This design comes from an exercise in tuning for a short achievable clock period and few clock cycles on the open sky130 flow, not from production work.
In this exercise RTL edits were held to simulation tests only and were not proved equivalent to the original.
Power and IR drop assume default switching activity.

$ cat design.v
`default_nettype none
package cpu_pkg;
    typedef logic [15:0] word_t;      
    typedef logic [31:0] instr_t;     
    typedef logic [3:0]  reg_idx_t;   
    localparam logic [5:0] OP_R_TYPE  = 6'h00;
    localparam logic [5:0] OP_LOAD    = 6'h01;
    localparam logic [5:0] OP_STORE   = 6'h02;
    localparam logic [5:0] OP_J       = 6'h03;
    localparam logic [5:0] OP_JAL     = 6'h04;
    localparam logic [5:0] OP_BEQ     = 6'h05;
    localparam logic [5:0] OP_BNE     = 6'h06;
    localparam logic [5:0] OP_JT      = 6'h07;
    localparam logic [5:0] OP_JF      = 6'h08;
    localparam logic [5:0] OP_LOADLIT = 6'h09;
    localparam logic [5:0] OP_ADDI    = 6'h0a;
    localparam logic [5:0] OP_ANDI    = 6'h0b;
    localparam logic [5:0] OP_ORI     = 6'h0c;
    localparam logic [5:0] OP_SLTI    = 6'h0d;
    localparam logic [5:0] FN_JR  = 6'h08;
    localparam logic [5:0] FN_ADD = 6'h20;
    localparam logic [5:0] FN_SUB = 6'h22;
    localparam logic [5:0] FN_AND = 6'h24;
    localparam logic [5:0] FN_OR  = 6'h25;
    localparam logic [5:0] FN_SLT = 6'h2a;
    typedef struct packed {
        logic add;
        logic sub;
        logic andl;
        logic orl;
        logic slt;
        logic pass;
    } aluop_t;
endpackage
`default_nettype wire
`timescale 1ns/10ps
`default_nettype none
module control_unit (
    input  cpu_pkg::instr_t  instr,
    output cpu_pkg::aluop_t  aluop,
    output logic             use_rs,       
    output logic             use_rt,       
    output logic             b_imm,        
    output logic             b_link,       
    output logic             reg_write,    
    output cpu_pkg::reg_idx_t dst,
    output logic             flag_write,
    output logic             is_load,
    output logic             is_store,
    output logic             is_jimm,      
    output logic             is_jreg,      
    output logic             is_branch,
    output logic             br_true,      
    output logic             br_inv        
);
    logic [5:0] op;
    logic [5:0] fn;
    logic       rtype_alu;
    assign op = instr[31:26];
    assign fn = instr[5:0];
    assign rtype_alu = (op == cpu_pkg::OP_R_TYPE) &&
                       (fn == cpu_pkg::FN_ADD || fn == cpu_pkg::FN_SUB || fn == cpu_pkg::FN_AND ||
                        fn == cpu_pkg::FN_OR  || fn == cpu_pkg::FN_SLT);
    always_comb begin
        aluop = '0;
        if (rtype_alu) begin
            aluop.add  = (fn == cpu_pkg::FN_ADD);
            aluop.sub  = (fn == cpu_pkg::FN_SUB);
            aluop.andl = (fn == cpu_pkg::FN_AND);
            aluop.orl  = (fn == cpu_pkg::FN_OR);
            aluop.slt  = (fn == cpu_pkg::FN_SLT);
        end else begin
            aluop.add  = (op == cpu_pkg::OP_ADDI);
            aluop.andl = (op == cpu_pkg::OP_ANDI);
            aluop.orl  = (op == cpu_pkg::OP_ORI);
            aluop.slt  = (op == cpu_pkg::OP_SLTI);
            aluop.pass = (op == cpu_pkg::OP_LOADLIT) || (op == cpu_pkg::OP_JAL);
        end
    end
    assign is_load   = (op == cpu_pkg::OP_LOAD);
    assign is_store  = (op == cpu_pkg::OP_STORE);
    assign is_jimm   = (op == cpu_pkg::OP_J);
    assign is_jreg   = (op == cpu_pkg::OP_JAL) || ((op == cpu_pkg::OP_R_TYPE) && (fn == cpu_pkg::FN_JR));
    assign is_branch = (op == cpu_pkg::OP_BEQ) || (op == cpu_pkg::OP_BNE) ||
                       (op == cpu_pkg::OP_JT)  || (op == cpu_pkg::OP_JF);
    assign br_true   = (op == cpu_pkg::OP_JT) || (op == cpu_pkg::OP_JF);
    assign br_inv    = (op == cpu_pkg::OP_BNE) || (op == cpu_pkg::OP_JF);
    assign use_rs = rtype_alu || is_load || is_store || is_jreg ||
                    (op >= cpu_pkg::OP_ADDI && op <= cpu_pkg::OP_SLTI);
    assign use_rt = rtype_alu || is_store;
    assign b_imm  = (op >= cpu_pkg::OP_LOADLIT && op <= cpu_pkg::OP_SLTI);
    assign b_link = (op == cpu_pkg::OP_JAL);
    assign reg_write  = rtype_alu || (op >= cpu_pkg::OP_LOADLIT && op <= cpu_pkg::OP_SLTI) ||
                        (op == cpu_pkg::OP_JAL);
    assign flag_write = rtype_alu || (op >= cpu_pkg::OP_ADDI && op <= cpu_pkg::OP_SLTI);
    always_comb begin
        if (rtype_alu)                   dst = instr[15:12];
        else if (op == cpu_pkg::OP_JAL)  dst = 4'd15;
        else                             dst = instr[21:18];
    end
endmodule
`default_nettype wire
`timescale 1ns/10ps
`default_nettype none
module cycle_fsm (
    input  logic  clk,
    input  logic  arst_n,
    input  logic  issue_load,
    input  logic  issue_store,
    input  cpu_pkg::word_t    addr,
    input  cpu_pkg::word_t    wdata,
    input  cpu_pkg::reg_idx_t load_dst,
    output cpu_pkg::word_t    dmem_addr,
    output cpu_pkg::word_t    dmem_wdata,
    output logic  dmem_we,
    output logic  dmem_re,            
    output cpu_pkg::reg_idx_t req_dst,    
    output logic  data_valid,         
    output cpu_pkg::reg_idx_t data_dst
);
    always_ff @(posedge clk or negedge arst_n) begin
        if (!arst_n) begin
            dmem_we    <= 1'b0;
            dmem_re    <= 1'b0;
            data_valid <= 1'b0;
        end else begin
            dmem_we    <= issue_store;
            dmem_re    <= issue_load;
            data_valid <= dmem_re;
        end
    end
    always_ff @(posedge clk) begin
        dmem_addr  <= addr;
        dmem_wdata <= wdata;
        req_dst    <= load_dst;
        data_dst   <= req_dst;
    end
endmodule
`default_nettype wire
`timescale 1ns/10ps
`default_nettype none
module program_counter (
    input  logic  clk,
    input  logic  arst_n,
    input  logic  redirect_f0,        
    input  logic  redirect_f1,        
    input  logic  flag,               
    input  cpu_pkg::word_t redirect_addr,
    input  logic  hold,               
    input  logic  install,            
    input  cpu_pkg::word_t install_key,
    input  cpu_pkg::word_t install_tgt,
    output cpu_pkg::word_t fetch_addr,
    output cpu_pkg::word_t arr_pc,    
    output logic  arr_valid,          
    output logic  arr_pred            
);
    logic           btb_valid;
    cpu_pkg::word_t btb_key;
    cpu_pkg::word_t btb_tgt;
    logic           ins_pending;
    cpu_pkg::word_t ins_key;
    cpu_pkg::word_t ins_tgt;
    cpu_pkg::word_t fetch_inc;
    logic           hit;
    logic           refetch;
    cpu_pkg::word_t early_addr;
    cpu_pkg::word_t next_addr;
    logic           next_valid;
    logic           redirect;
    assign fetch_inc  = fetch_addr + cpu_pkg::word_t'(1);
    assign hit        = btb_valid && (btb_key == fetch_addr);
    assign refetch    = hold && arr_valid;
    assign early_addr = refetch ? arr_pc : (hit ? btb_tgt : fetch_inc);
    assign next_addr  = flag ? (redirect_f1 ? redirect_addr : early_addr)
                             : (redirect_f0 ? redirect_addr : early_addr);
    assign redirect   = flag ? redirect_f1 : redirect_f0;
    assign next_valid = !redirect && !refetch;
    always_ff @(posedge clk or negedge arst_n) begin
        if (!arst_n) begin
            fetch_addr  <= '0;
            arr_valid   <= 1'b0;
            arr_pred    <= 1'b0;
            btb_valid   <= 1'b0;
            ins_pending <= 1'b0;
        end else begin
            fetch_addr  <= next_addr;
            arr_valid   <= next_valid;
            arr_pred    <= next_valid && hit;
            ins_pending <= install;
            if (ins_pending) begin
                btb_valid <= 1'b1;
            end
        end
    end
    always_ff @(posedge clk) begin
        arr_pc  <= fetch_addr;
        ins_key <= install_key;
        ins_tgt <= install_tgt;
        if (ins_pending) begin
            btb_key <= ins_key;
            btb_tgt <= ins_tgt;
        end
    end
endmodule
`default_nettype wire
`timescale 1ns/10ps
`default_nettype none
module register_file (
    input  logic     clk,
    input  logic     arst_n,
    input  logic [15:0]       rs_sel,     
    input  logic [15:0]       rt_sel,     
    input  cpu_pkg::word_t    imm,
    input  logic     we_a,
    input  cpu_pkg::reg_idx_t wr_a,
    input  cpu_pkg::word_t    wd_a,
    input  logic     we_b,
    input  cpu_pkg::reg_idx_t wr_b,
    input  cpu_pkg::word_t    wd_b,
    output cpu_pkg::word_t    rs_data,
    output cpu_pkg::word_t    rt_data,
    output cpu_pkg::word_t    rs_plus_imm
);
    cpu_pkg::word_t regs [16];
    cpu_pkg::word_t sums [16];
    always_ff @(posedge clk or negedge arst_n) begin
        if (!arst_n) begin
            for (int i = 0; i < 16; i++) begin
                regs[i] <= '0;
            end
        end else begin
            for (int i = 0; i < 16; i++) begin
                if (we_a && wr_a == cpu_pkg::reg_idx_t'(i)) begin
                    regs[i] <= wd_a;
                end else if (we_b && wr_b == cpu_pkg::reg_idx_t'(i)) begin
                    regs[i] <= wd_b;
                end
            end
        end
    end
    always_comb begin
        rs_data     = '0;
        rt_data     = '0;
        rs_plus_imm = '0;
        for (int i = 0; i < 16; i++) begin
            sums[i]     = regs[i] + imm;
            rs_data     = rs_data     | ({16{rs_sel[i]}} & regs[i]);
            rt_data     = rt_data     | ({16{rt_sel[i]}} & regs[i]);
            rs_plus_imm = rs_plus_imm | ({16{rs_sel[i]}} & sums[i]);
        end
    end
endmodule
`default_nettype wire
`timescale 1ns/10ps
`default_nettype none
module alu_flags (
    input  logic  clk,
    input  logic  arst_n,
    input  cpu_pkg::aluop_t op,
    input  logic  flag_en,            
    input  cpu_pkg::word_t a,
    input  cpu_pkg::word_t b,
    output cpu_pkg::word_t result,
    output logic  zero_now,           
    output logic  true_now
);
    cpu_pkg::word_t bx;                 
    cpu_pkg::word_t g [5];              
    cpu_pkg::word_t p [5];              
    cpu_pkg::word_t carry;              
    cpu_pkg::word_t sum;                
    cpu_pkg::word_t lt_t [5];           
    cpu_pkg::word_t eq_t [5];           
    logic  lt;
    cpu_pkg::word_t carry_z;            
    logic  zero_add;
    logic  zero_next;
    logic  true_next;
    logic  zero_flag;
    logic  true_flag;
    assign bx = op.sub ? ~b : b;
    always_comb begin
        g[0] = a & bx;
        p[0] = a ^ bx;
        for (int l = 0; l < 4; l++) begin
            for (int i = 0; i < 16; i++) begin
                if (((i >> l) & 1) == 1) begin
                    g[l+1][i] = g[l][i] | (p[l][i] & g[l][((i >> l) << l) - 1]);
                    p[l+1][i] = p[l][i] & p[l][((i >> l) << l) - 1];
                end else begin
                    g[l+1][i] = g[l][i];
                    p[l+1][i] = p[l][i];
                end
            end
        end
        carry[0] = op.sub;
        for (int i = 1; i < 16; i++) begin
            carry[i] = g[4][i-1] | (p[4][i-1] & op.sub);
        end
    end
    assign sum = p[0] ^ carry;
    always_comb begin
        lt_t[0] = ~a & b;
        lt_t[0][15] = a[15] & ~b[15];
        eq_t[0] = ~(a ^ b);
        for (int l = 0; l < 4; l++) begin
            for (int i = 0; i < 16; i++) begin
                if (((i >> l) & 1) == 1) begin
                    lt_t[l+1][i] = lt_t[l][i] | (eq_t[l][i] & lt_t[l][((i >> l) << l) - 1]);
                    eq_t[l+1][i] = eq_t[l][i] & eq_t[l][((i >> l) << l) - 1];
                end else begin
                    lt_t[l+1][i] = lt_t[l][i];
                    eq_t[l+1][i] = eq_t[l][i];
                end
            end
        end
    end
    assign lt = lt_t[4][15];
    always_comb begin
        result = '0;
        if (op.add || op.sub) result = result | sum;
        if (op.andl) result = result | (a & b);
        if (op.orl)  result = result | (a | b);
        if (op.slt)  result = result | {15'd0, lt};
        if (op.pass) result = result | b;
    end
    assign carry_z  = {a[14:0] | b[14:0], 1'b0};
    assign zero_add = ((a ^ b) == carry_z);
    always_comb begin
        zero_next = 1'b0;
        true_next = 1'b0;
        if (op.add) begin
            zero_next = zero_add;
            true_next = a[0] ^ b[0];
        end
        if (op.sub) begin
            zero_next = (a == b);
            true_next = a[0] ^ b[0];
        end
        if (op.andl) begin
            zero_next = ((a & b) == '0);
            true_next = a[0] & b[0];
        end
        if (op.orl) begin
            zero_next = ((a | b) == '0);
            true_next = a[0] | b[0];
        end
        if (op.slt) begin
            zero_next = !lt;
            true_next = lt;
        end
    end
    always_ff @(posedge clk or negedge arst_n) begin
        if (!arst_n) begin
            zero_flag <= 1'b0;
            true_flag <= 1'b0;
        end else if (flag_en) begin
            zero_flag <= zero_next;
            true_flag <= true_next;
        end
    end
    assign zero_now = flag_en ? zero_next : zero_flag;
    assign true_now = flag_en ? true_next : true_flag;
endmodule
`default_nettype wire
`timescale 1ns/10ps
`default_nettype none
module cpu_core #(
    parameter cpu_pkg::word_t RESET_PC = '0
) (
    input  logic   clk,
    input  logic   arst_n,
    output cpu_pkg::word_t  imem_addr,         
    input  cpu_pkg::instr_t imem_rdata,
    output cpu_pkg::word_t  dmem_addr,
    output cpu_pkg::word_t  dmem_wdata,
    output logic   dmem_we,           
    output logic   dmem_re,           
    input  cpu_pkg::word_t  dmem_rdata
);
    cpu_pkg::word_t    arr_pc;
    logic              arr_valid, arr_pred;
    cpu_pkg::aluop_t   aluop0;
    logic              use_rs0, use_rt0, b_imm0, b_link0, reg_write0, flag_write0;
    logic              is_load0, is_store0, is_jimm0, is_jreg0, is_branch0, br_true0, br_inv0;
    cpu_pkg::reg_idx_t dst0;
    logic              r_v, r_pred;
    cpu_pkg::word_t    r_pc, r_pcinc, r_imm;
    cpu_pkg::reg_idx_t r_rs, r_rt, r_dst;
    logic [15:0]       r_rs_sel, r_rt_sel;
    cpu_pkg::aluop_t   r_aluop;
    logic              r_use_rs, r_use_rt, r_b_imm, r_b_link, r_reg_write, r_flag_write;
    logic              r_is_load, r_is_store, r_is_jimm, r_is_jreg, r_is_branch, r_br_true, r_br_inv;
    cpu_pkg::word_t    rf_rs, rf_rt, rf_rs_imm;
    logic              fwd_ex_a, fwd_ex_b, fwd_ld_a, fwd_ld_b;
    cpu_pkg::word_t    opa, opb, addr, rs_jump, addr_ex;
    logic              uses_addr, stall_load, stall_addr, stall, go;
    logic              flag, taken_f0, taken_f1, taken;
    logic              redirect_f0, redirect_f1;
    cpu_pkg::word_t    target, redirect_addr;
    logic              redirect, install;
    logic              e_v;
    cpu_pkg::word_t    e_opa, e_opb;
    cpu_pkg::aluop_t   e_aluop;
    logic              e_reg_write, e_flag_write;
    cpu_pkg::reg_idx_t e_dst;
    cpu_pkg::word_t    e_res;
    logic              zero_now, true_now;
    logic              req_load;          
    cpu_pkg::reg_idx_t req_dst;
    logic              ld_valid;          
    cpu_pkg::reg_idx_t ld_dst;
    program_counter i_program_counter (
        .clk, .arst_n,
        .redirect_f0,
        .redirect_f1,
        .flag,
        .redirect_addr,
        .hold        (stall),
        .install,
        .install_key (r_pc),
        .install_tgt (target),
        .fetch_addr  (imem_addr),
        .arr_pc,
        .arr_valid,
        .arr_pred
    );
    control_unit i_control_unit (
        .instr      (imem_rdata),
        .aluop      (aluop0),
        .use_rs     (use_rs0),
        .use_rt     (use_rt0),
        .b_imm      (b_imm0),
        .b_link     (b_link0),
        .reg_write  (reg_write0),
        .dst        (dst0),
        .flag_write (flag_write0),
        .is_load    (is_load0),
        .is_store   (is_store0),
        .is_jimm    (is_jimm0),
        .is_jreg    (is_jreg0),
        .is_branch  (is_branch0),
        .br_true    (br_true0),
        .br_inv     (br_inv0)
    );
    always_ff @(posedge clk or negedge arst_n) begin
        if (!arst_n) begin
            r_v <= 1'b0;
        end else if (!stall) begin
            r_v <= arr_valid && !redirect;
        end
    end
    always_ff @(posedge clk) begin
        if (!stall) begin
            r_pred       <= arr_pred;
            r_pc         <= arr_pc;
            r_pcinc      <= arr_pc + cpu_pkg::word_t'(1);
            r_imm        <= imem_rdata[15:0];
            r_rs         <= imem_rdata[25:22];
            r_rt         <= imem_rdata[21:18];
            r_rs_sel     <= 16'd1 << imem_rdata[25:22];
            r_rt_sel     <= 16'd1 << imem_rdata[21:18];
            r_dst        <= dst0;
            r_aluop      <= aluop0;
            r_use_rs     <= use_rs0;
            r_use_rt     <= use_rt0;
            r_b_imm      <= b_imm0;
            r_b_link     <= b_link0;
            r_reg_write  <= reg_write0;
            r_flag_write <= flag_write0;
            r_is_load    <= is_load0;
            r_is_store   <= is_store0;
            r_is_jimm    <= is_jimm0;
            r_is_jreg    <= is_jreg0;
            r_is_branch  <= is_branch0;
            r_br_true    <= br_true0;
            r_br_inv     <= br_inv0;
        end
    end
    register_file i_register_file (
        .clk, .arst_n,
        .rs_sel      (r_rs_sel),
        .rt_sel      (r_rt_sel),
        .imm         (r_imm),
        .we_a        (e_v && e_reg_write),
        .wr_a        (e_dst),
        .wd_a        (e_res),
        .we_b        (ld_valid),
        .wr_b        (ld_dst),
        .wd_b        (dmem_rdata),
        .rs_data     (rf_rs),
        .rt_data     (rf_rt),
        .rs_plus_imm (rf_rs_imm)
    );
    assign fwd_ex_a = e_v && e_reg_write && e_dst == r_rs;
    assign fwd_ex_b = e_v && e_reg_write && e_dst == r_rt;
    assign fwd_ld_a = ld_valid && ld_dst == r_rs;
    assign fwd_ld_b = ld_valid && ld_dst == r_rt;
    always_comb begin
        if (fwd_ex_a)      opa = e_res;
        else if (fwd_ld_a) opa = dmem_rdata;
        else               opa = rf_rs;
        if (fwd_ex_b)      opb = e_res;
        else if (fwd_ld_b) opb = dmem_rdata;
        else               opb = rf_rt;
    end
    assign addr_ex = e_opb + r_imm;
    assign addr    = fwd_ex_a ? addr_ex : rf_rs_imm;
    assign rs_jump = fwd_ex_a ? e_opb : rf_rs;
    assign uses_addr  = r_is_load || r_is_store || r_is_jreg;
    assign stall_addr = uses_addr && (fwd_ex_a ? !e_aluop.pass : fwd_ld_a);
    assign stall_load = req_load && ((r_use_rs && req_dst == r_rs) ||
                                     (r_use_rt && req_dst == r_rt));
    assign stall = r_v && (stall_addr || stall_load);
    assign go    = r_v && !stall;
    assign flag     = r_br_true ? true_now : zero_now;
    assign taken_f0 = r_is_jimm || r_is_jreg || (r_is_branch && r_br_inv);
    assign taken_f1 = r_is_jimm || r_is_jreg || (r_is_branch && !r_br_inv);
    assign taken    = flag ? taken_f1 : taken_f0;
    assign target = r_is_jreg ? rs_jump : (r_is_jimm ? r_imm : r_pcinc + r_imm);
    assign redirect_f0   = go && (taken_f0 ^ r_pred);
    assign redirect_f1   = go && (taken_f1 ^ r_pred);
    assign redirect      = flag ? redirect_f1 : redirect_f0;
    assign redirect_addr = r_pred ? r_pcinc : target;
    assign install       = go && taken && !r_pred && (r_is_jimm || r_is_branch);
    cycle_fsm i_cycle_fsm (
        .clk, .arst_n,
        .issue_load  (go && r_is_load),
        .issue_store (go && r_is_store),
        .addr        (addr),
        .wdata       (opb),
        .load_dst    (r_rt),
        .dmem_addr,
        .dmem_wdata,
        .dmem_we,
        .dmem_re     (req_load),
        .req_dst,
        .data_valid  (ld_valid),
        .data_dst    (ld_dst)
    );
    assign dmem_re = req_load;
    always_ff @(posedge clk or negedge arst_n) begin
        if (!arst_n) begin
            e_v <= 1'b0;
        end else begin
            e_v <= go && (r_reg_write || r_flag_write);
        end
    end
    always_ff @(posedge clk) begin
        e_opa        <= opa;
        e_opb        <= r_b_link ? r_pcinc : (r_b_imm ? r_imm : opb);
        e_aluop      <= r_aluop;
        e_reg_write  <= r_reg_write;
        e_flag_write <= r_flag_write;
        e_dst        <= r_dst;
    end
    alu_flags i_alu_flags (
        .clk, .arst_n,
        .op        (e_aluop),
        .flag_en   (e_v && e_flag_write),
        .a         (e_opa),
        .b         (e_opb),
        .result    (e_res),
        .zero_now,
        .true_now
    );
endmodule
`default_nettype wire
$ cat run.sh
#!/bin/bash
# synth_recipe.tcl (not shown) runs the flow's synth.tcl, then flattens the netlist and writes it again
# the make line also repeats each setting of config.mk as NAME=value (left out here)
make -C /OpenROAD-flow-scripts/flow DESIGN_CONFIG=/design/flow/config.mk WORK_HOME=/design/flow/orfs CLKGATE_MAP_FILE= SYNTH_SCRIPT=/design/flow/synth_recipe.tcl finish
$ cat config.mk
export PLATFORM = sky130hd
export DESIGN_NAME = cpu_core
export DESIGN_NICKNAME = cpu_core
export VERILOG_FILES = /design/flow/design.v
export SDC_FILE = /design/flow/constraint.sdc
export NUM_CORES = 4
export LEC_CHECK = 0
export CAP_MARGIN = 20
export CORE_MARGIN = 2
export CORE_UTILIZATION = 40
export SETUP_SLACK_MARGIN = 5
export SLEW_MARGIN = 20
export TNS_END_PERCENT = 100
$ cat constraint.sdc
create_clock -name core_clock -period 9.0 [get_ports {clk}]
set_input_delay 1.8000 -clock core_clock [delete_from_list [all_inputs] [get_ports {clk}]]
set_output_delay 1.8000 -clock core_clock [all_outputs]
set_load 0.01 [all_outputs]
==> impl_metrics.py, run 1 <==
metrics = {
    "drt": {
        "dr.pass1.iters": 7,
        "ant_nets": 0,
        "num_vias": 41200,
        "drc": 0,
        "wl_per_cell_um": 34.0,
        "drt_first_iter_violations": 5544,
        "drt_wl_total_mm": 212,
        "via_per_inst": 6.61,
    },
    "setup_path": {
        "worstSetupPathType": "reg -> reg",
        "max_stage_delay_ns": 0.67,
        "crit_chain": "buf_8 -> ha_1 -> fa_2 -> a21oi_4 -> o2111ai_1 -> a31o_2 -> a21oi_2 -> nor2b_1 -> o31ai_4 -> o21ai_1 -> a222oi_1 -> a32oi_4",
        "startpoint_type": "flip-flop",
        "required_ns": 9.47,
        "critical_path_buf_inv_count": 1,
        "cp_top_family": "compound AO/OA/AOI/OAI gates",
        "crit_path_end_kind": "flip-flop",
        "slowest_stage": "a222oi_1",
        "cp.arrival_ns": 4.59,
        "path_max_fanout": 20,
    },
    "sta": {
        "finalWorstSetupSlack_ns": 4.88,
        "min_period_ns": 4.12,
        "tns_ns": 0,
        "rsz0062_at_grt": "yes",
        "worst_slew_pin_slew_ns": 1.26,
        "skew_ns": 0.0382,
        "finalCritPeriodShare": 0.458,
        "relSlewSlack": 0.160,
        "drv_slew": 0,
        "setup_viol": 0,
        "hold_viol": 0,
        "fmax_mhz": 242,
    },
    "clock_tree": {
        "cts_hold_buffers": 0,
        "cts_buffers": 68,
        "clkLatencyLatePin_ns": 0.68,
        "cts_tree": "yes",
        "cts_buffer_depth": 3,
        "h-tree-depth": 3,
        "clk_pin_slew_worst_paths_ns": 0.06,
        "cts_sinks": 559,
        "cts-root-buf": "clkbuf_16",
    },
    "cells_and_area": {
        "syn2layout_area_growth_pct": 14.4,
        "final_nets": 5203,
        "instances_no_fill": 6237,
        "drive_gt1_frac": 0.0853,
    },
    "pwr": {
        "finalPower_w": 0.00982,
        "peakVddDrop_uv": 225,
        "power_density_nw_per_um2": 205,
        "p_leak_nw": 18.4,
    },
    "synth": {
        "synth_xor_area_frac": 0.0649,
        "synth_cell_types": 88,
        "yosysSeqAreaShare": 0.335,
        "syn_inst": 4756,
        "syn-num-nets": 5159,
        "synth_edf_count": 144,
        "synth_seq_cells": 559,
        "synthMuxAreaShare": 0.0763,
        "synth_compound_area_frac": 0.227,
        "yosys_most_used_dff": "dfrtp_1",
        "synth.avg_cell_area_um2": 8.82,
        "synth.top_cell.area_share": 0.169,
        "synth_fa_ha_area_frac": 0.108,
        "synth_simple_gate_area_share": 0.155,
        "async_flop_share": 0.506,
        "syn-cell-area_um2": 42000,
        "ys_warn_count": 12,
        "synth_top_area_cell": "dfrtp_1",
        "yosys-top-cells-area": "dfrtp_1 (17%), edfxtp_1 (10%), ha_1 (10%), mux2i_1 (7.3%), dfxtp_1 (6.3%)",
        "synth_top_family_by_area": "compound AO/OA/AOI/OAI gates",
    },
    "floorplan": {
        "start_util": 0.404,
        "fp.dieH_um": 328,
        "io_pins": 100,
        "dieArea_um2": 108000,
        "row_count": 118,
        "die_x_um": 328,
        "core_area_um2": 104000,
    },
    "place": {
        "dp_hpwl_mm": 148,
        "post-place-ws_ns": 4.03,
        "gp_congestion": 1.06,
        "placedCellCount": 6091,
        "portBuffers": 97,
    },
    "run_status": {
        "status": "finished clean",
    },
    "run": {
        "drv_cap": 0,
    },
    "global_routing": {
        "grtUsageMet3": 0.149,
        "grt_antenna_before_repair": 7,
        "grt_busiest_layer": "met2",
        "use_met1": 0.499,
        "grt.met2_usage": 0.531,
        "grt_pass1_vias": 37800,
        "grtUsageTotal": 0.383,
        "grt_overflow_total": 0,
        "grt_pass1_wl_mm": 291,
        "grt_max_degree": 95,
    },
    "hold_path": {
        "min_path_type": "reg -> reg",
    },
}
placed cells by master, fill, tap and decap left out, drive strengths merged, types with 132 or more instances in the layout:
| cell type | n |
|---|---|
| a21oi | 254 |
| a22oi | 187 |
| buf | 144 |
| dfrtp | 283 |
| dfxtp | 132 |
| edfxtp | 144 |
| ha | 335 |
| mux2i | 306 |
| nand2 | 487 |
| nor2 | 327 |
| o21ai | 452 |
| xnor2 | 177 |
| xor2 | 134 |
timing repair:
action                                  in CTS  in global routing
endpoints found under the setup margin      31                 44
buffers inserted                             6                 11
gates resized for setup                     68                 75
gates cloned                                 0                  0
pin swaps                                    9                 24
per-layer routing:
metal	wire, um	vias to the layer above
met3	28400	698
li1	-	17800
met1	84300	19900
met2	83400	2772
met5	63	-
met4	15800	6
final timing paths:
kind / start / to / slack (ns) / depth (start not counted)
setup / recovery: r_imm[0] / i_cycle_fsm.dmem_addr[14] / 4.88 / 12
hold / removal: r_pc[6] / i_program_counter.ins_key[6] / 0.34 / 0
max in group asynchronous: arst_n / i_register_file.regs[13][10] / 5.83 / 3
min in group asynchronous: arst_n / i_program_counter.fetch_addr[3] / 1.13 / 1
hold reg to reg: r_pc[6] / i_program_counter.ins_key[6] / 0.34 / 0
setup reg to reg: r_imm[0] / i_cycle_fsm.dmem_addr[14] / 4.88 / 12
cells by family after synthesis:
group,after synthesis
AOI/OAI and AO/OA,1456
xor gates and xnor gates,311
adders and majority gates,353
buffers and inverters,368
DFF,559
muxes,317
and+or+nand+nor,1392
Yosys cell counts, types with 132 or more instances:
master,n
xnor2_1,177
dfrtp_1,283
nand2_1,487
a22oi_1,187
xor2_1,134
dfxtp_1,132
edfxtp_1,144
clkbuf_1,231
mux2i_1,305
nor2_1,327
ha_1,335
a21oi_1,252
o21ai_0,422
final cells by class:
type	instances	area (um2)
fill	9977	55800
multi-input combinational	3829	27400
sequential	559	14000
timing repair buffer	240	2120
clock buffer	94	1890
tap	1380	1730
clock inverter	30	480
inverter	102	387
antenna	3	7.51
report_power, final:
| part | switching (W) | internal [W] |
|---|---|---|
| Sequential | 0.000512 | 0.00303 |
| Combinational | 0.00201 | 0.00130 |
| Clock | 0.00124 | 0.00173 |
| Total | 0.00376 | 0.00606 |
per-stage QoR:
step,hold WS [ns],instance area (um2),util
after floorplan,0.323,42000,-
after global placement,0.323,44700,0.431
after detailed placement,0.327,44700,0.431
after CTS,0.339,47500,0.457
after global routing,0.343,48000,0.462
final,0.339,48000,0.463
sequential cells by signal (all words and copies together) (netlist names), 6 cells and up:
signal / count
r_pc: 16
r_rs_sel: 16
i_program_counter.fetch_addr: 16
e_aluop: 6
i_program_counter.btb_key: 16
i_program_counter.arr_pc: 16
r_rt_sel: 16
r_aluop: 6
i_cycle_fsm.dmem_addr: 16
e_opb: 16
e_opa: 16
i_program_counter.btb_tgt: 16
i_program_counter.ins_tgt: 16
i_program_counter.ins_key: 16
i_cycle_fsm.dmem_wdata: 16
i_register_file.regs: 256
r_imm: 16
r_pcinc: 16
Testbench counts, summed over its fixed seeds: cycles 10,965.
==> run 2, diff against run 1 <==
--- a/design.v
+++ b/design.v
@@ -57,44 +57,57 @@
     logic [5:0] fn;
-    logic       rtype_alu;
+    logic       o_r, o_ld, o_st, o_j, o_jal, o_beq, o_bne, o_jt, o_jf;
+    logic       o_lit, o_addi, o_andi, o_ori, o_slti;
+    logic       f_jr, f_add, f_sub, f_and, f_or, f_slt;
+    logic       r_add, r_sub, r_and, r_or, r_slt, r_alu;
     assign op = instr[31:26];
     assign fn = instr[5:0];
-    assign rtype_alu = (op == cpu_pkg::OP_R_TYPE) &&
-                       (fn == cpu_pkg::FN_ADD || fn == cpu_pkg::FN_SUB || fn == cpu_pkg::FN_AND ||
-                        fn == cpu_pkg::FN_OR  || fn == cpu_pkg::FN_SLT);
+    assign o_r    = (op == cpu_pkg::OP_R_TYPE);
+    assign o_ld   = (op == cpu_pkg::OP_LOAD);
+    assign o_st   = (op == cpu_pkg::OP_STORE);
+    assign o_j    = (op == cpu_pkg::OP_J);
+    assign o_jal  = (op == cpu_pkg::OP_JAL);
+    assign o_beq  = (op == cpu_pkg::OP_BEQ);
+    assign o_bne  = (op == cpu_pkg::OP_BNE);
+    assign o_jt   = (op == cpu_pkg::OP_JT);
+    assign o_jf   = (op == cpu_pkg::OP_JF);
+    assign o_lit  = (op == cpu_pkg::OP_LOADLIT);
+    assign o_addi = (op == cpu_pkg::OP_ADDI);
+    assign o_andi = (op == cpu_pkg::OP_ANDI);
+    assign o_ori  = (op == cpu_pkg::OP_ORI);
+    assign o_slti = (op == cpu_pkg::OP_SLTI);
+    assign f_jr  = (fn == cpu_pkg::FN_JR);
+    assign f_add = (fn == cpu_pkg::FN_ADD);
+    assign f_sub = (fn == cpu_pkg::FN_SUB);
+    assign f_and = (fn == cpu_pkg::FN_AND);
+    assign f_or  = (fn == cpu_pkg::FN_OR);
+    assign f_slt = (fn == cpu_pkg::FN_SLT);
+    assign r_add = o_r && f_add;
+    assign r_sub = o_r && f_sub;
+    assign r_and = o_r && f_and;
+    assign r_or  = o_r && f_or;
+    assign r_slt = o_r && f_slt;
+    assign r_alu = r_add || r_sub || r_and || r_or || r_slt;
+    assign aluop.add  = r_add || o_addi || o_ld || o_st;
+    assign aluop.sub  = r_sub;
+    assign aluop.andl = r_and || o_andi;
+    assign aluop.orl  = r_or  || o_ori;
+    assign aluop.slt  = r_slt || o_slti;
+    assign aluop.pass = o_lit || o_jal;
+    assign is_load   = o_ld;
+    assign is_store  = o_st;
+    assign is_jimm   = o_j;
+    assign is_jreg   = o_jal || (o_r && f_jr);
+    assign is_branch = o_beq || o_bne || o_jt || o_jf;
+    assign br_true   = o_jt || o_jf;
+    assign br_inv    = o_bne || o_jf;
+    assign use_rs = r_alu || o_ld || o_st || is_jreg || o_addi || o_andi || o_ori || o_slti;
+    assign use_rt = r_alu || o_st;
+    assign b_imm  = o_lit || o_addi || o_andi || o_ori || o_slti || o_ld || o_st;
+    assign b_link = o_jal;
+    assign reg_write  = r_alu || o_lit || o_addi || o_andi || o_ori || o_slti || o_jal;
+    assign flag_write = r_alu || o_addi || o_andi || o_ori || o_slti;
     always_comb begin
-        aluop = '0;
-        if (rtype_alu) begin
-            aluop.add  = (fn == cpu_pkg::FN_ADD);
-            aluop.sub  = (fn == cpu_pkg::FN_SUB);
-            aluop.andl = (fn == cpu_pkg::FN_AND);
-            aluop.orl  = (fn == cpu_pkg::FN_OR);
-            aluop.slt  = (fn == cpu_pkg::FN_SLT);
-        end else begin
-            aluop.add  = (op == cpu_pkg::OP_ADDI);
-            aluop.andl = (op == cpu_pkg::OP_ANDI);
-            aluop.orl  = (op == cpu_pkg::OP_ORI);
-            aluop.slt  = (op == cpu_pkg::OP_SLTI);
-            aluop.pass = (op == cpu_pkg::OP_LOADLIT) || (op == cpu_pkg::OP_JAL);
-        end
-    end
-    assign is_load   = (op == cpu_pkg::OP_LOAD);
-    assign is_store  = (op == cpu_pkg::OP_STORE);
-    assign is_jimm   = (op == cpu_pkg::OP_J);
-    assign is_jreg   = (op == cpu_pkg::OP_JAL) || ((op == cpu_pkg::OP_R_TYPE) && (fn == cpu_pkg::FN_JR));
-    assign is_branch = (op == cpu_pkg::OP_BEQ) || (op == cpu_pkg::OP_BNE) ||
-                       (op == cpu_pkg::OP_JT)  || (op == cpu_pkg::OP_JF);
-    assign br_true   = (op == cpu_pkg::OP_JT) || (op == cpu_pkg::OP_JF);
-    assign br_inv    = (op == cpu_pkg::OP_BNE) || (op == cpu_pkg::OP_JF);
-    assign use_rs = rtype_alu || is_load || is_store || is_jreg ||
-                    (op >= cpu_pkg::OP_ADDI && op <= cpu_pkg::OP_SLTI);
-    assign use_rt = rtype_alu || is_store;
-    assign b_imm  = (op >= cpu_pkg::OP_LOADLIT && op <= cpu_pkg::OP_SLTI);
-    assign b_link = (op == cpu_pkg::OP_JAL);
-    assign reg_write  = rtype_alu || (op >= cpu_pkg::OP_LOADLIT && op <= cpu_pkg::OP_SLTI) ||
-                        (op == cpu_pkg::OP_JAL);
-    assign flag_write = rtype_alu || (op >= cpu_pkg::OP_ADDI && op <= cpu_pkg::OP_SLTI);
-    always_comb begin
-        if (rtype_alu)                   dst = instr[15:12];
-        else if (op == cpu_pkg::OP_JAL)  dst = 4'd15;
-        else                             dst = instr[21:18];
+        if (r_alu)      dst = instr[15:12];
+        else if (o_jal) dst = 4'd15;
+        else            dst = instr[21:18];
     end
@@ -112,2 +125,3 @@
     input  cpu_pkg::reg_idx_t load_dst,
+    input  logic  cancel,             
     output cpu_pkg::word_t    dmem_addr,
@@ -128,3 +142,3 @@
             dmem_re    <= issue_load;
-            data_valid <= dmem_re;
+            data_valid <= dmem_re && !cancel;
         end
@@ -213,3 +227,2 @@
     input  logic [15:0]       rt_sel,     
-    input  cpu_pkg::word_t    imm,
     input  logic     we_a,
@@ -221,7 +234,5 @@
     output cpu_pkg::word_t    rs_data,
-    output cpu_pkg::word_t    rt_data,
-    output cpu_pkg::word_t    rs_plus_imm
+    output cpu_pkg::word_t    rt_data
 );
     cpu_pkg::word_t regs [16];
-    cpu_pkg::word_t sums [16];
     always_ff @(posedge clk or negedge arst_n) begin
@@ -242,10 +253,7 @@
     always_comb begin
-        rs_data     = '0;
-        rt_data     = '0;
-        rs_plus_imm = '0;
+        rs_data = '0;
+        rt_data = '0;
         for (int i = 0; i < 16; i++) begin
-            sums[i]     = regs[i] + imm;
-            rs_data     = rs_data     | ({16{rs_sel[i]}} & regs[i]);
-            rt_data     = rt_data     | ({16{rt_sel[i]}} & regs[i]);
-            rs_plus_imm = rs_plus_imm | ({16{rs_sel[i]}} & sums[i]);
+            rs_data = rs_data | ({16{rs_sel[i]}} & regs[i]);
+            rt_data = rt_data | ({16{rt_sel[i]}} & regs[i]);
         end
@@ -394,6 +402,6 @@
     logic              r_is_load, r_is_store, r_is_jimm, r_is_jreg, r_is_branch, r_br_true, r_br_inv;
-    cpu_pkg::word_t    rf_rs, rf_rt, rf_rs_imm;
+    cpu_pkg::word_t    rf_rs, rf_rt;
     logic              fwd_ex_a, fwd_ex_b, fwd_ld_a, fwd_ld_b;
-    cpu_pkg::word_t    opa, opb, addr, rs_jump, addr_ex;
-    logic              uses_addr, stall_load, stall_addr, stall, go;
+    cpu_pkg::word_t    opa, opb, rs_jump;
+    logic              stall_load, stall_jump, stall, go;
     logic              flag, taken_f0, taken_f1, taken;
@@ -405,3 +413,4 @@
     cpu_pkg::aluop_t   e_aluop;
-    logic              e_reg_write, e_flag_write;
+    logic              e_reg_write, e_flag_write, e_load, e_store;
+    cpu_pkg::word_t    e_wd;
     cpu_pkg::reg_idx_t e_dst;
@@ -484,3 +493,2 @@
         .rt_sel      (r_rt_sel),
-        .imm         (r_imm),
         .we_a        (e_v && e_reg_write),
@@ -492,4 +500,3 @@
         .rs_data     (rf_rs),
-        .rt_data     (rf_rt),
-        .rs_plus_imm (rf_rs_imm)
+        .rt_data     (rf_rt)
     );
@@ -507,10 +514,9 @@
     end
-    assign addr_ex = e_opb + r_imm;
-    assign addr    = fwd_ex_a ? addr_ex : rf_rs_imm;
-    assign rs_jump = fwd_ex_a ? e_opb : rf_rs;
-    assign uses_addr  = r_is_load || r_is_store || r_is_jreg;
-    assign stall_addr = uses_addr && (fwd_ex_a ? !e_aluop.pass : fwd_ld_a);
-    assign stall_load = req_load && ((r_use_rs && req_dst == r_rs) ||
-                                     (r_use_rt && req_dst == r_rt));
-    assign stall = r_v && (stall_addr || stall_load);
+    assign rs_jump    = fwd_ex_a ? e_opb : rf_rs;
+    assign stall_jump = r_is_jreg && (fwd_ex_a ? !e_aluop.pass : fwd_ld_a);
+    assign stall_load = (e_v && e_load &&
+                         ((r_use_rs && e_dst == r_rs) || (r_use_rt && e_dst == r_rt))) ||
+                        (req_load &&
+                         ((r_use_rs && req_dst == r_rs) || (r_use_rt && req_dst == r_rt)));
+    assign stall = r_v && (stall_jump || stall_load);
     assign go    = r_v && !stall;
@@ -526,9 +532,11 @@
     assign install       = go && taken && !r_pred && (r_is_jimm || r_is_branch);
+    assign dmem_re = req_load;
     cycle_fsm i_cycle_fsm (
         .clk, .arst_n,
-        .issue_load  (go && r_is_load),
-        .issue_store (go && r_is_store),
-        .addr        (addr),
-        .wdata       (opb),
-        .load_dst    (r_rt),
+        .issue_load  (e_v && e_load),
+        .issue_store (e_v && e_store),
+        .addr        (e_res),
+        .wdata       (e_wd),
+        .load_dst    (e_dst),
+        .cancel      (e_v && e_reg_write && e_dst == req_dst),
         .dmem_addr,
@@ -541,3 +549,2 @@
     );
-    assign dmem_re = req_load;
     always_ff @(posedge clk or negedge arst_n) begin
@@ -546,3 +553,3 @@
         end else begin
-            e_v <= go && (r_reg_write || r_flag_write);
+            e_v <= go && (r_reg_write || r_flag_write || r_is_load || r_is_store);
         end
@@ -556,2 +563,5 @@
         e_dst        <= r_dst;
+        e_load       <= r_is_load;
+        e_store      <= r_is_store;
+        e_wd         <= opb;
     end
==> flow/run.sh (new file) <==
#!/bin/bash
# Standard ORFS layout (the standard.sh: standard synthesis, floorplan,
# placement, CTS, routing, finish), with repair aiming further below the
# clock period and sized port buffers. All tool output is in make.log here
# and in ORFS's own logs under orfs/logs.
set -euo pipefail
bash standard.sh \
  SETUP_SLACK_MARGIN=6.5 \
  TNS_END_PERCENT=100 \
  MATCH_CELL_FOOTPRINT=0 \
  "BUFFER_PORTS_ARGS=-buffer_cell sky130_fd_sc_hd__buf_4" \
  finish > make.log 2>&1
==> standard.sh (new file) <==
#!/bin/bash
# synth_recipe.tcl (not shown) runs the flow's synth.tcl, then flattens the netlist and writes it again
# the make line also repeats each setting of config.mk as NAME=value (left out here)
make -C /OpenROAD-flow-scripts/flow DESIGN_CONFIG=/design/flow/config.mk WORK_HOME=/design/flow/orfs CLKGATE_MAP_FILE= SYNTH_SCRIPT=/design/flow/synth_recipe.tcl "${@:-finish}"
--- a/config.mk
+++ b/config.mk
@@ -10,4 +10,2 @@
 export CORE_UTILIZATION = 40
-export SETUP_SLACK_MARGIN = 5
 export SLEW_MARGIN = 20
-export TNS_END_PERCENT = 100
removed: run.sh
==> impl_metrics.py, run 2 <==
metrics = {
    "synth": {
        "async_flop_share": 0.490,
        "syn-cell-area_um2": 29800,
        "synth_edf_count": 144,
        "synth_cell_types": 75,
        "syn-num-nets": 3154,
        "yosysMostFrequentCell": "nand2_1",
        "yosysSeqAreaShare": 0.484,
        "synth.top_cell.area_share": 0.238,
        "ys_top_cells_by_count": "nand2_1 (308), dfrtp_1 (283), o21ai_0 (280), mux2i_1 (254), clkbuf_1 (217)",
        "synth_seq_cells": 577,
        "ys_warn_count": 11,
        "synth.avg_cell_area_um2": 9.85,
        "synth_top_area_cell": "dfrtp_1",
        "syn_inst": 3022,
        "yosys-top-cells-area": "dfrtp_1 (24%), edfxtp_1 (15%), dfxtp_1 (10%), mux2i_1 (8.5%), o21ai_0 (4.7%)",
        "yosys_most_used_dff": "dfrtp_1",
    },
    "drt": {
        "wl_per_cell_um": 28.8,
        "drt_first_iter_violations": 3270,
        "ant_nets": 0,
        "num_vias": 26600,
        "drc": 0,
        "via_per_inst": 6.26,
        "dr.pass1.iters": 7,
        "drt_wl_total_mm": 123,
    },
    "floorplan": {
        "core_area_um2": 74100,
        "dieArea_um2": 76600,
        "die_x_um": 277,
        "row_count": 100,
        "fp.dieH_um": 277,
        "start_util": 0.402,
        "io_pins": 100,
    },
    "clock_tree": {
        "cts_buffer_depth": 3,
        "cts-root-buf": "clkbuf_16",
        "cts_buffers": 66,
        "cts_sinks": 577,
        "cts_hold_buffers": 0,
        "clkLatencyLatePin_ns": 0.63,
        "h-tree-depth": 3,
        "clk_pin_slew_worst_paths_ns": 0.07,
        "cts_tree": "yes",
    },
    "cells_and_area": {
        "drive_gt1_frac": 0.312,
        "syn2layout_area_growth_pct": 32.0,
        "fin_area_um2": 39300,
        "final_common_cell": "dfrtp_1",
        "regMostFlops": "i_register_file.regs",
        "final_cell_mix": "dfrtp_1 (268), mux2i_1 (252), nand2_1 (208), buf_4 (198), nor2_1 (155)",
        "final_nets": 3365,
        "largest_register_ffs": 256,
    },
    "global_routing": {
        "grt_antenna_before_repair": 7,
        "grt_overflow_total": 0,
        "grt_max_degree": 103,
        "grt_pass1_vias": 25900,
        "grtUsageTotal": 0.304,
        "grt_pass1_wl_mm": 173,
    },
    "setup_path": {
        "required_ns": 9.50,
        "r2r_cells": 13,
        "r2r_setup_slack_ns": 5.69,
        "crit_chain": "inv_4 -> ha_4 -> nor4_4 -> nand4_1 -> nor3_2 -> nor3_2 -> o311ai_4 -> buf_6 -> a211oi_4 -> nor4b_4 -> mux2i_4 -> buf_12 -> mux2_4",
        "crit_path_end_kind": "flip-flop",
        "worstSetupPathType": "reg -> reg",
        "max_stage_delay_ns": 0.38,
        "critical_path_buf_inv_count": 3,
        "startpoint_type": "flip-flop",
        "cp.arrival_ns": 3.81,
        "path_max_fanout": 7,
        "cp_top_family": "simple AND/OR/NAND/NOR gates",
        "rr_startpoint": "e_opb[15]",
        "crit_top_cell": "nor3_2",
        "slowest_stage": "dfxtp_4",
        "r2r_end": "i_program_counter.fetch_addr[6]",
    },
    "sta": {
        "drv_slew": 0,
        "hold_viol": 0,
        "min_period_ns": 3.31,
        "rsz0062_at_grt": "yes",
        "finalCritPeriodShare": 0.368,
        "tns_ns": 0,
        "finalWorstSetupSlack_ns": 5.69,
        "worst_slew_pin_slew_ns": 1.08,
        "whs_ns": 0.309,
        "skew_ns": 0.0242,
        "fmax_mhz": 302,
        "relSlewSlack": 0.280,
        "setup_viol": 0,
    },
    "place": {
        "post-place-ws_ns": 4.42,
        "place_area_um2": 31900,
        "portBuffers": 97,
        "gp_congestion": 0.912,
        "dp_hpwl_mm": 68.9,
    },
    "run_status": {
        "status": "finished clean",
    },
    "hold_path": {
        "hold_path_end": "i_cycle_fsm.dmem_wdata[6]",
        "min_from": "e_wd[6]",
        "min_path_type": "reg -> reg",
        "min_path_cells": 0,
    },
    "pwr": {
        "power_frac_clock": 0.341,
        "comb_power_share": 0.257,
        "power.switching_w": 0.00270,
        "p_leak_nw": 16.0,
        "power_density_nw_per_um2": 221,
        "pwr-share-seq": 0.402,
        "peakVddDrop_uv": 144,
        "p_int_w": 0.00597,
        "swShare": 0.311,
        "finalPower_w": 0.00866,
    },
    "run": {
        "drv_cap": 0,
    },
}
## run 2: cell count changes after synthesis, sizes merged, moves of 39 or more
cell,change
nor3,-82
xor2,-60
nor2,-137
ha,-254
o21ai,-165
inv,-39
a22oi,-40
nand2,-179
xnor2,-133
nand2b,-44
a21o,-49
a21oi,-111
mux2i,-51
## run 2: worst reg2reg max path: stages, from the launching register on
cell	delay (ns)
dfxtp_4	0.38
inv_4	0.05
ha_4	0.26
nor4_4	0.38
nand4_1	0.23
nor3_2	0.20
nor3_2	0.08
o311ai_4	0.23
buf_6	0.17
a211oi_4	0.07
nor4b_4	0.37
mux2i_4	0.31
buf_12	0.16
mux2_4	0.30
## run 2: power groups by stage
stage | clock, W | combinational, W | sequential (W)
global placement | 0 | 0.00153 | 0.00352
global route | 0.00309 | 0.00239 | 0.00353
finish | 0.00295 | 0.00223 | 0.00349
CTS | 0.00298 | 0.00196 | 0.00347
floorplan | 0 | 0.00110 | 0.00341
detailed placement | 0 | 0.00158 | 0.00354
## run 2: metrics by stage
stage / std cells / util
global route: 4258 / 0.530
floorplan: 3022 / -
global placement: 3912 / 0.430
CTS: 4190 / 0.502
finish: 4258 / 0.530
detailed placement: 3914 / 0.430
## run 2: final cells by class
cell class              instances  area [um2]
multi-input cells            2140       16600
flip-flops and latches        577       14600
inverters                      63         258
clock inverters                33         468
fillers                      6342       34800
well taps                     969        1210
repair buffers                385        4340
diodes                          2        5.00
clock buffers                  89        1890
## run 2: cell families after synthesis
family,Yosys count,synth area share
AOI/OAI and AO/OA,840,0.182
xor gates and xnor gates,118,0.0347
adders and majority gates,82,0.0347
buffers and inverters,313,0.0402
DFF,577,0.484
muxes,286,0.0982
and+or+nand+nor,806,0.125
## run 2: how the worst max path moves through the flow
stage,start,to,depth (start not counted)
3_5_place_dp,e_dst[3],r_rs_sel[11],8
3_3_place_gp,e_dst[3],r_rs_sel[1],8
2_1_floorplan,e_dst[3],i_program_counter.fetch_addr[6],11
6_report,e_opb[15],i_program_counter.fetch_addr[6],13
4_1_cts,e_opb[14],i_program_counter.fetch_addr[6],13
5_1_grt,e_opb[15],i_program_counter.fetch_addr[4],14
## run 2: per-layer routing
metal	global-route usage	vias to the layer above	wire, um
li1	-	11400	-
met1	0.383	13000	46400
met2	0.472	1658	54400
met3	0.0813	537	13100
met4	0.175	10	8500
met5	0.0100	-	149
## run 2: what timing repair did
action	4_1_cts	5_1_grt
buffers inserted	122	48
gates cloned	32	16
resized for setup	373	378
pin swaps	61	62
endpoints found under the setup margin	692	615
Testbench counts of run 2, summed over its fixed seeds: cycles 10,981.
==> run 3, diff against run 2 <==
--- a/design.v
+++ b/design.v
@@ -163,2 +163,4 @@
     input  logic  hold,               
+    input  logic  early_jump,         
+    input  cpu_pkg::word_t early_target,
     input  logic  install,            
@@ -177,2 +179,4 @@
     cpu_pkg::word_t ins_tgt;
+    cpu_pkg::word_t fetch_reg;
+    cpu_pkg::word_t jump_reg;
     cpu_pkg::word_t fetch_inc;
@@ -184,2 +188,3 @@
     logic           redirect;
+    assign fetch_addr = jump_reg | fetch_reg;
     assign fetch_inc  = fetch_addr + cpu_pkg::word_t'(1);
@@ -188,9 +193,10 @@
     assign early_addr = refetch ? arr_pc : (hit ? btb_tgt : fetch_inc);
+    assign redirect   = flag ? redirect_f1 : redirect_f0;
     assign next_addr  = flag ? (redirect_f1 ? redirect_addr : early_addr)
                              : (redirect_f0 ? redirect_addr : early_addr);
-    assign redirect   = flag ? redirect_f1 : redirect_f0;
-    assign next_valid = !redirect && !refetch;
+    assign next_valid = !redirect && !refetch && !early_jump;
     always_ff @(posedge clk or negedge arst_n) begin
         if (!arst_n) begin
-            fetch_addr  <= '0;
+            fetch_reg   <= '0;
+            jump_reg    <= '0;
             arr_valid   <= 1'b0;
@@ -200,3 +206,4 @@
         end else begin
-            fetch_addr  <= next_addr;
+            fetch_reg   <= next_addr & {16{!early_jump}};
+            jump_reg    <= early_target & {16{early_jump}};
             arr_valid   <= next_valid;
@@ -210,5 +217,5 @@
     always_ff @(posedge clk) begin
-        arr_pc  <= fetch_addr;
-        ins_key <= install_key;
-        ins_tgt <= install_tgt;
+        arr_pc   <= fetch_addr;
+        ins_key  <= install_key;
+        ins_tgt  <= install_tgt;
         if (ins_pending) begin
@@ -234,3 +241,4 @@
     output cpu_pkg::word_t    rs_data,
-    output cpu_pkg::word_t    rt_data
+    output cpu_pkg::word_t    rt_data,
+    output cpu_pkg::word_t    r15_data    
 );
@@ -252,2 +260,3 @@
     end
+    assign r15_data = regs[15];
     always_comb begin
@@ -269,2 +278,3 @@
     input  logic  flag_en,            
+    input  logic  test_true,          
     input  cpu_pkg::word_t a,
@@ -272,4 +282,3 @@
     output cpu_pkg::word_t result,
-    output logic  zero_now,           
-    output logic  true_now
+    output logic  flag_now            
 );
@@ -337,26 +346,11 @@
     assign zero_add = ((a ^ b) == carry_z);
-    always_comb begin
-        zero_next = 1'b0;
-        true_next = 1'b0;
-        if (op.add) begin
-            zero_next = zero_add;
-            true_next = a[0] ^ b[0];
-        end
-        if (op.sub) begin
-            zero_next = (a == b);
-            true_next = a[0] ^ b[0];
-        end
-        if (op.andl) begin
-            zero_next = ((a & b) == '0);
-            true_next = a[0] & b[0];
-        end
-        if (op.orl) begin
-            zero_next = ((a | b) == '0);
-            true_next = a[0] | b[0];
-        end
-        if (op.slt) begin
-            zero_next = !lt;
-            true_next = lt;
-        end
-    end
+    assign zero_next = (op.add  && zero_add) ||
+                       (op.sub  && (a == b)) ||
+                       (op.andl && ((a & b) == '0)) ||
+                       (op.orl  && ((a | b) == '0)) ||
+                       (op.slt  && !lt);
+    assign true_next = ((op.add || op.sub) && (a[0] ^ b[0])) ||
+                       (op.andl && a[0] && b[0]) ||
+                       (op.orl  && (a[0] || b[0])) ||
+                       (op.slt  && lt);
     always_ff @(posedge clk or negedge arst_n) begin
@@ -370,4 +364,6 @@
     end
-    assign zero_now = flag_en ? zero_next : zero_flag;
-    assign true_now = flag_en ? true_next : true_flag;
+    assign flag_now = (flag_en && !test_true && zero_next) ||
+                      (flag_en &&  test_true && true_next) ||
+                      (!flag_en && !test_true && zero_flag) ||
+                      (!flag_en &&  test_true && true_flag);
 endmodule
@@ -395,2 +391,5 @@
     cpu_pkg::reg_idx_t dst0;
+    cpu_pkg::reg_idx_t rs0;
+    logic              lit_hit, r15_ok, r_safe, early_jump;
+    cpu_pkg::word_t    early_target, rf_r15;
     logic              r_v, r_pred;
@@ -417,3 +416,2 @@
     cpu_pkg::word_t    e_res;
-    logic              zero_now, true_now;
     logic              req_load;          
@@ -429,2 +427,4 @@
         .hold        (stall),
+        .early_jump,
+        .early_target,
         .install,
@@ -464,3 +464,3 @@
         if (!stall) begin
-            r_pred       <= arr_pred;
+            r_pred       <= arr_pred || early_jump;
             r_pc         <= arr_pc;
@@ -489,2 +489,13 @@
     end
+    assign rs0     = imem_rdata[25:22];
+    assign lit_hit = r_v && r_aluop.pass && !r_b_link && r_dst == rs0;
+    assign r15_ok  = rs0 == 4'd15 &&
+                     !(r_v && (r_reg_write || r_is_load) && r_dst == 4'd15) &&
+                     !(e_v && (e_reg_write || e_load) && e_dst == 4'd15) &&
+                     !(req_load && req_dst == 4'd15) &&
+                     !(ld_valid && ld_dst == 4'd15);
+    assign r_safe = !(r_v && (r_is_branch || ((r_is_jimm || r_is_jreg) && !r_pred)));
+    assign early_jump = arr_valid && !arr_pred && !stall && r_safe &&
+                        (is_jimm0 || (is_jreg0 && (lit_hit || r15_ok)));
+    assign early_target = is_jimm0 ? imem_rdata[15:0] : (lit_hit ? r_imm : rf_r15);
     register_file i_register_file (
@@ -500,3 +511,4 @@
         .rs_data     (rf_rs),
-        .rt_data     (rf_rt)
+        .rt_data     (rf_rt),
+        .r15_data    (rf_r15)
     );
@@ -522,3 +534,2 @@
     assign go    = r_v && !stall;
-    assign flag     = r_br_true ? true_now : zero_now;
     assign taken_f0 = r_is_jimm || r_is_jreg || (r_is_branch && r_br_inv);
@@ -574,4 +585,4 @@
         .result    (e_res),
-        .zero_now,
-        .true_now
+        .test_true (r_br_true),
+        .flag_now  (flag)
     );
==> impl_metrics.py, run 3 <==
metrics = {
    "floorplan": {
        "io_pins": 100,
        "die_x_um": 281,
        "fp.dieH_um": 281,
        "row_count": 101,
        "core_area_um2": 76100,
        "start_util": 0.405,
        "dieArea_um2": 79200,
    },
    "pwr": {
        "pwr-share-seq": 0.391,
        "power.switching_w": 0.00299,
        "power_frac_clock": 0.314,
        "finalPower_w": 0.00917,
        "comb_power_share": 0.296,
        "peakVddDrop_uv": 235,
        "swShare": 0.326,
        "p_leak_nw": 17.0,
        "power_density_nw_per_um2": 224,
        "p_int_w": 0.00618,
    },
    "drt": {
        "drc": 0,
        "dr.pass1.iters": 7,
        "wl_per_cell_um": 28.4,
        "via_per_inst": 6.21,
        "num_vias": 27900,
        "drt_wl_total_mm": 128,
        "ant_nets": 0,
        "drt_first_iter_violations": 3710,
    },
    "clock_tree": {
        "cts_buffer_depth": 3,
        "cts-root-buf": "clkbuf_16",
        "h-tree-depth": 3,
        "clk_pin_slew_worst_paths_ns": 0.06,
        "cts_tree": "yes",
        "cts_buffers": 67,
        "cts_sinks": 593,
        "clkLatencyLatePin_ns": 0.64,
        "cts_hold_buffers": 0,
    },
    "global_routing": {
        "grt_max_degree": 104,
        "grt_antenna_before_repair": 6,
        "grt_pass1_wl_mm": 177,
        "grt_overflow_total": 0,
        "grt_pass1_vias": 25900,
        "grtUsageTotal": 0.306,
    },
    "cells_and_area": {
        "regMostFlops": "i_register_file.regs",
        "final_cell_mix": "mux2i_1 (315), dfrtp_1 (299), buf_4 (235), nand2_1 (213), nor2_1 (151)",
        "drive_gt1_frac": 0.324,
        "largest_register_ffs": 256,
        "nFillCells": 6645,
        "syn2layout_area_growth_pct": 32.9,
        "final_common_cell": "mux2i_1",
        "final_nets": 3541,
    },
    "sta": {
        "fmax_mhz": 292,
        "rsz0062_at_grt": "yes",
        "tns_ns": 0,
        "worst_slew_pin_slew_ns": 1.39,
        "skew_ns": 0.0420,
        "drv_slew": 0,
        "relSlewSlack": 0.0751,
        "finalCritPeriodShare": 0.380,
        "hold_viol": 0,
        "setup_viol": 0,
        "whs_ns": 0.327,
        "min_period_ns": 3.42,
    },
    "synth": {
        "synth_edf_count": 144,
        "synth.top_cell.area_share": 0.243,
        "async_flop_share": 0.504,
        "synth.avg_cell_area_um2": 9.74,
        "ys_warn_count": 11,
        "synth_seq_cells": 593,
        "yosysMostFrequentCell": "nand2_1",
        "synth_cell_types": 77,
        "yosys-top-cells-area": "dfrtp_1 (24%), edfxtp_1 (14%), mux2i_1 (10%), dfxtp_1 (9.8%), o21ai_0 (5.7%)",
        "yosys_most_used_dff": "dfrtp_1",
        "syn_inst": 3161,
        "syn-num-nets": 3293,
        "yosysSeqAreaShare": 0.481,
        "ys_top_cells_by_count": "nand2_1 (394), o21ai_0 (351), mux2i_1 (316), dfrtp_1 (299), clkbuf_1 (216)",
        "syn-cell-area_um2": 30800,
        "synth_top_area_cell": "dfrtp_1",
    },
    "setup_path": {
        "required_ns": 9.50,
        "path_max_fanout": 7,
        "crit_path_end_kind": "flip-flop",
        "worstSetupPathType": "reg -> reg",
        "cp.arrival_ns": 3.92,
        "r2r_setup_slack_ns": 5.58,
        "startpoint_type": "flip-flop",
    },
    "place": {
        "portBuffers": 97,
        "dp_hpwl_mm": 72.9,
        "gp_congestion": 0.914,
    },
    "hold_path": {
        "min_path_type": "reg -> reg",
    },
    "run": {
        "drv_cap": 0,
    },
    "run_status": {
        "status": "finished clean",
    },
}
run 3: cell types whose count changed in the layout (fill, tap and decap cells not counted), sizes merged, moves of 40 or more:
cell	change
mux2i	+61
buf	+46
nor2b	-41
o21ai	+74
xnor2	+40
nand2	+85
a21oi	-57
run 3: cell type report:
cell class	count	area, um2	area share
Antenna cell	3	7.51	0.000183
Clock buffer	92	1920	0.0470
Clock inverter	32	368	0.00899
Inverter	70	270	0.00661
Multi-Input combinational cell	2246	17500	0.428
Sequential cell	593	14900	0.365
Tap cell	1030	1290	0.0315
Timing Repair Buffer	430	4590	0.112
Timing Repair inverter	1	7.51	0.000183
run 3: path summary, 6_finish.rpt:
| check | start | end | cells after the start |
|---|---|---|---|
| min in group asynchronous | arst_n | i_register_file.regs[8][14] | 1 |
| max in group asynchronous | arst_n | i_register_file.regs[6][3] | 3 |
| min | r_pc[7] | i_program_counter.ins_key[7] | 0 |
| min reg2reg | r_pc[7] | i_program_counter.ins_key[7] | 0 |
| max | e_opa[14] | i_program_counter.fetch_reg[2] | 13 |
| max reg2reg | e_opa[14] | i_program_counter.fetch_reg[2] | 13 |
run 3: cells by family after synthesis:
kind of cell	Yosys count	share of synthesized area
buf+inv	328	0.0408
mux	321	0.105
compound gates	840	0.177
xor+xnor	136	0.0387
fa+ha+maj	82	0.0336
flops	593	0.481
simple gates	861	0.125
run 3: power by group through the flow:
stage | registers (W) | logic (W) | clock network [W]
floorplan | 0.00346 | 0.00130 | 0
global placement | 0.00359 | 0.00182 | 0
detailed placement | 0.00359 | 0.00183 | 0
CTS | 0.00356 | 0.00232 | 0.00289
global route | 0.00362 | 0.00289 | 0.00300
finish | 0.00358 | 0.00271 | 0.00288
run 3: worst max-delay path, stage by stage (launching register included):
cell	delay [ns]
dfxtp_2	0.36
inv_2	0.06
ha_4	0.26
nor4_4	0.35
nand4b_1	0.25
a21oi_2	0.29
o41ai_4	0.14
a31oi_4	0.34
buf_6	0.14
a311oi_2	0.08
buf_4	0.19
and3_4	0.19
nor2_4	0.31
mux2_4	0.33
run 3: timing repair:
item                                   CTS  global route
setup endpoints to repair              684           620
setup buffers                          133            79
resized for setup                      430           522
pin swaps                               86            92
gates cloned                            20            27
endpoints found under the hold margin    0             0
run 3: per-layer routing:
layer | vias to the layer above | wire length, um | part of all wire | global-route usage
met5 | - | 68 | 0.00053 | 0.00366
met4 | 10 | 7800 | 0.061 | 0.149
met3 | 539 | 15900 | 0.12 | 0.0970
li1 | 12000 | - | - | -
met1 | 13600 | 50200 | 0.39 | 0.412
met2 | 1873 | 54000 | 0.42 | 0.443
run 3: per-stage QoR:
| stage | area, um2 | worst slack [ns] | utilization | instances |
|---|---|---|---|---|
| finish | 40900 | 5.58 | 0.538 | 4497 |
| detailed placement | 32800 | 4.43 | 0.431 | 4110 |
| CTS | 38000 | 5.66 | 0.499 | 4387 |
| global placement | 32800 | 4.42 | 0.431 | 4109 |
| floorplan | 31200 | 5.08 | - | 3161 |
| global route | 40900 | 5.55 | 0.538 | 4494 |
Testbench counts of run 3, summed over its fixed seeds: cycles 10,491.

==> port drivers added, routing unchanged <==
The flow's constraints put no driver on any port. The routed layouts listed below were extracted and timed again, unchanged, in two steps.
Step 1: set_driving_cell puts a clkbuf_16 on clk and a buf_2 on each other input, an assumption about the parent block.
Step 2, shift: input delay + t, output delay - t, t = (earliest + latest rising clock arrival at the registers) / 2. This alone moves slack from input paths to output paths.
Slacks: no drivers / after step 1 / after step 2; pairs: no drivers / after step 1.
| run | shift t [ns] | slack for setup (ns) | hold slack, ns | worst data-port slew with drivers (ns) |
|---|---|---|---|---|
| run 1 | 0.738 | 4.876 / 4.876 / 4.511 | 0.339 / 0.339 / 0.339 | 0.10 |
| run 2 | 0.676 | 5.688 / 5.688 / 5.394 | 0.309 / 0.309 / 0.309 | 0.15 |
| run 3 | 0.681 | 5.578 / 5.578 / 4.964 | 0.327 / 0.327 / 0.327 | 0.13 |
After both steps every run listed still meets setup and hold. For run 3, which loses most, drivers alone change the setup slack by 0.000 ns; drivers and shift together by -0.614 ns.
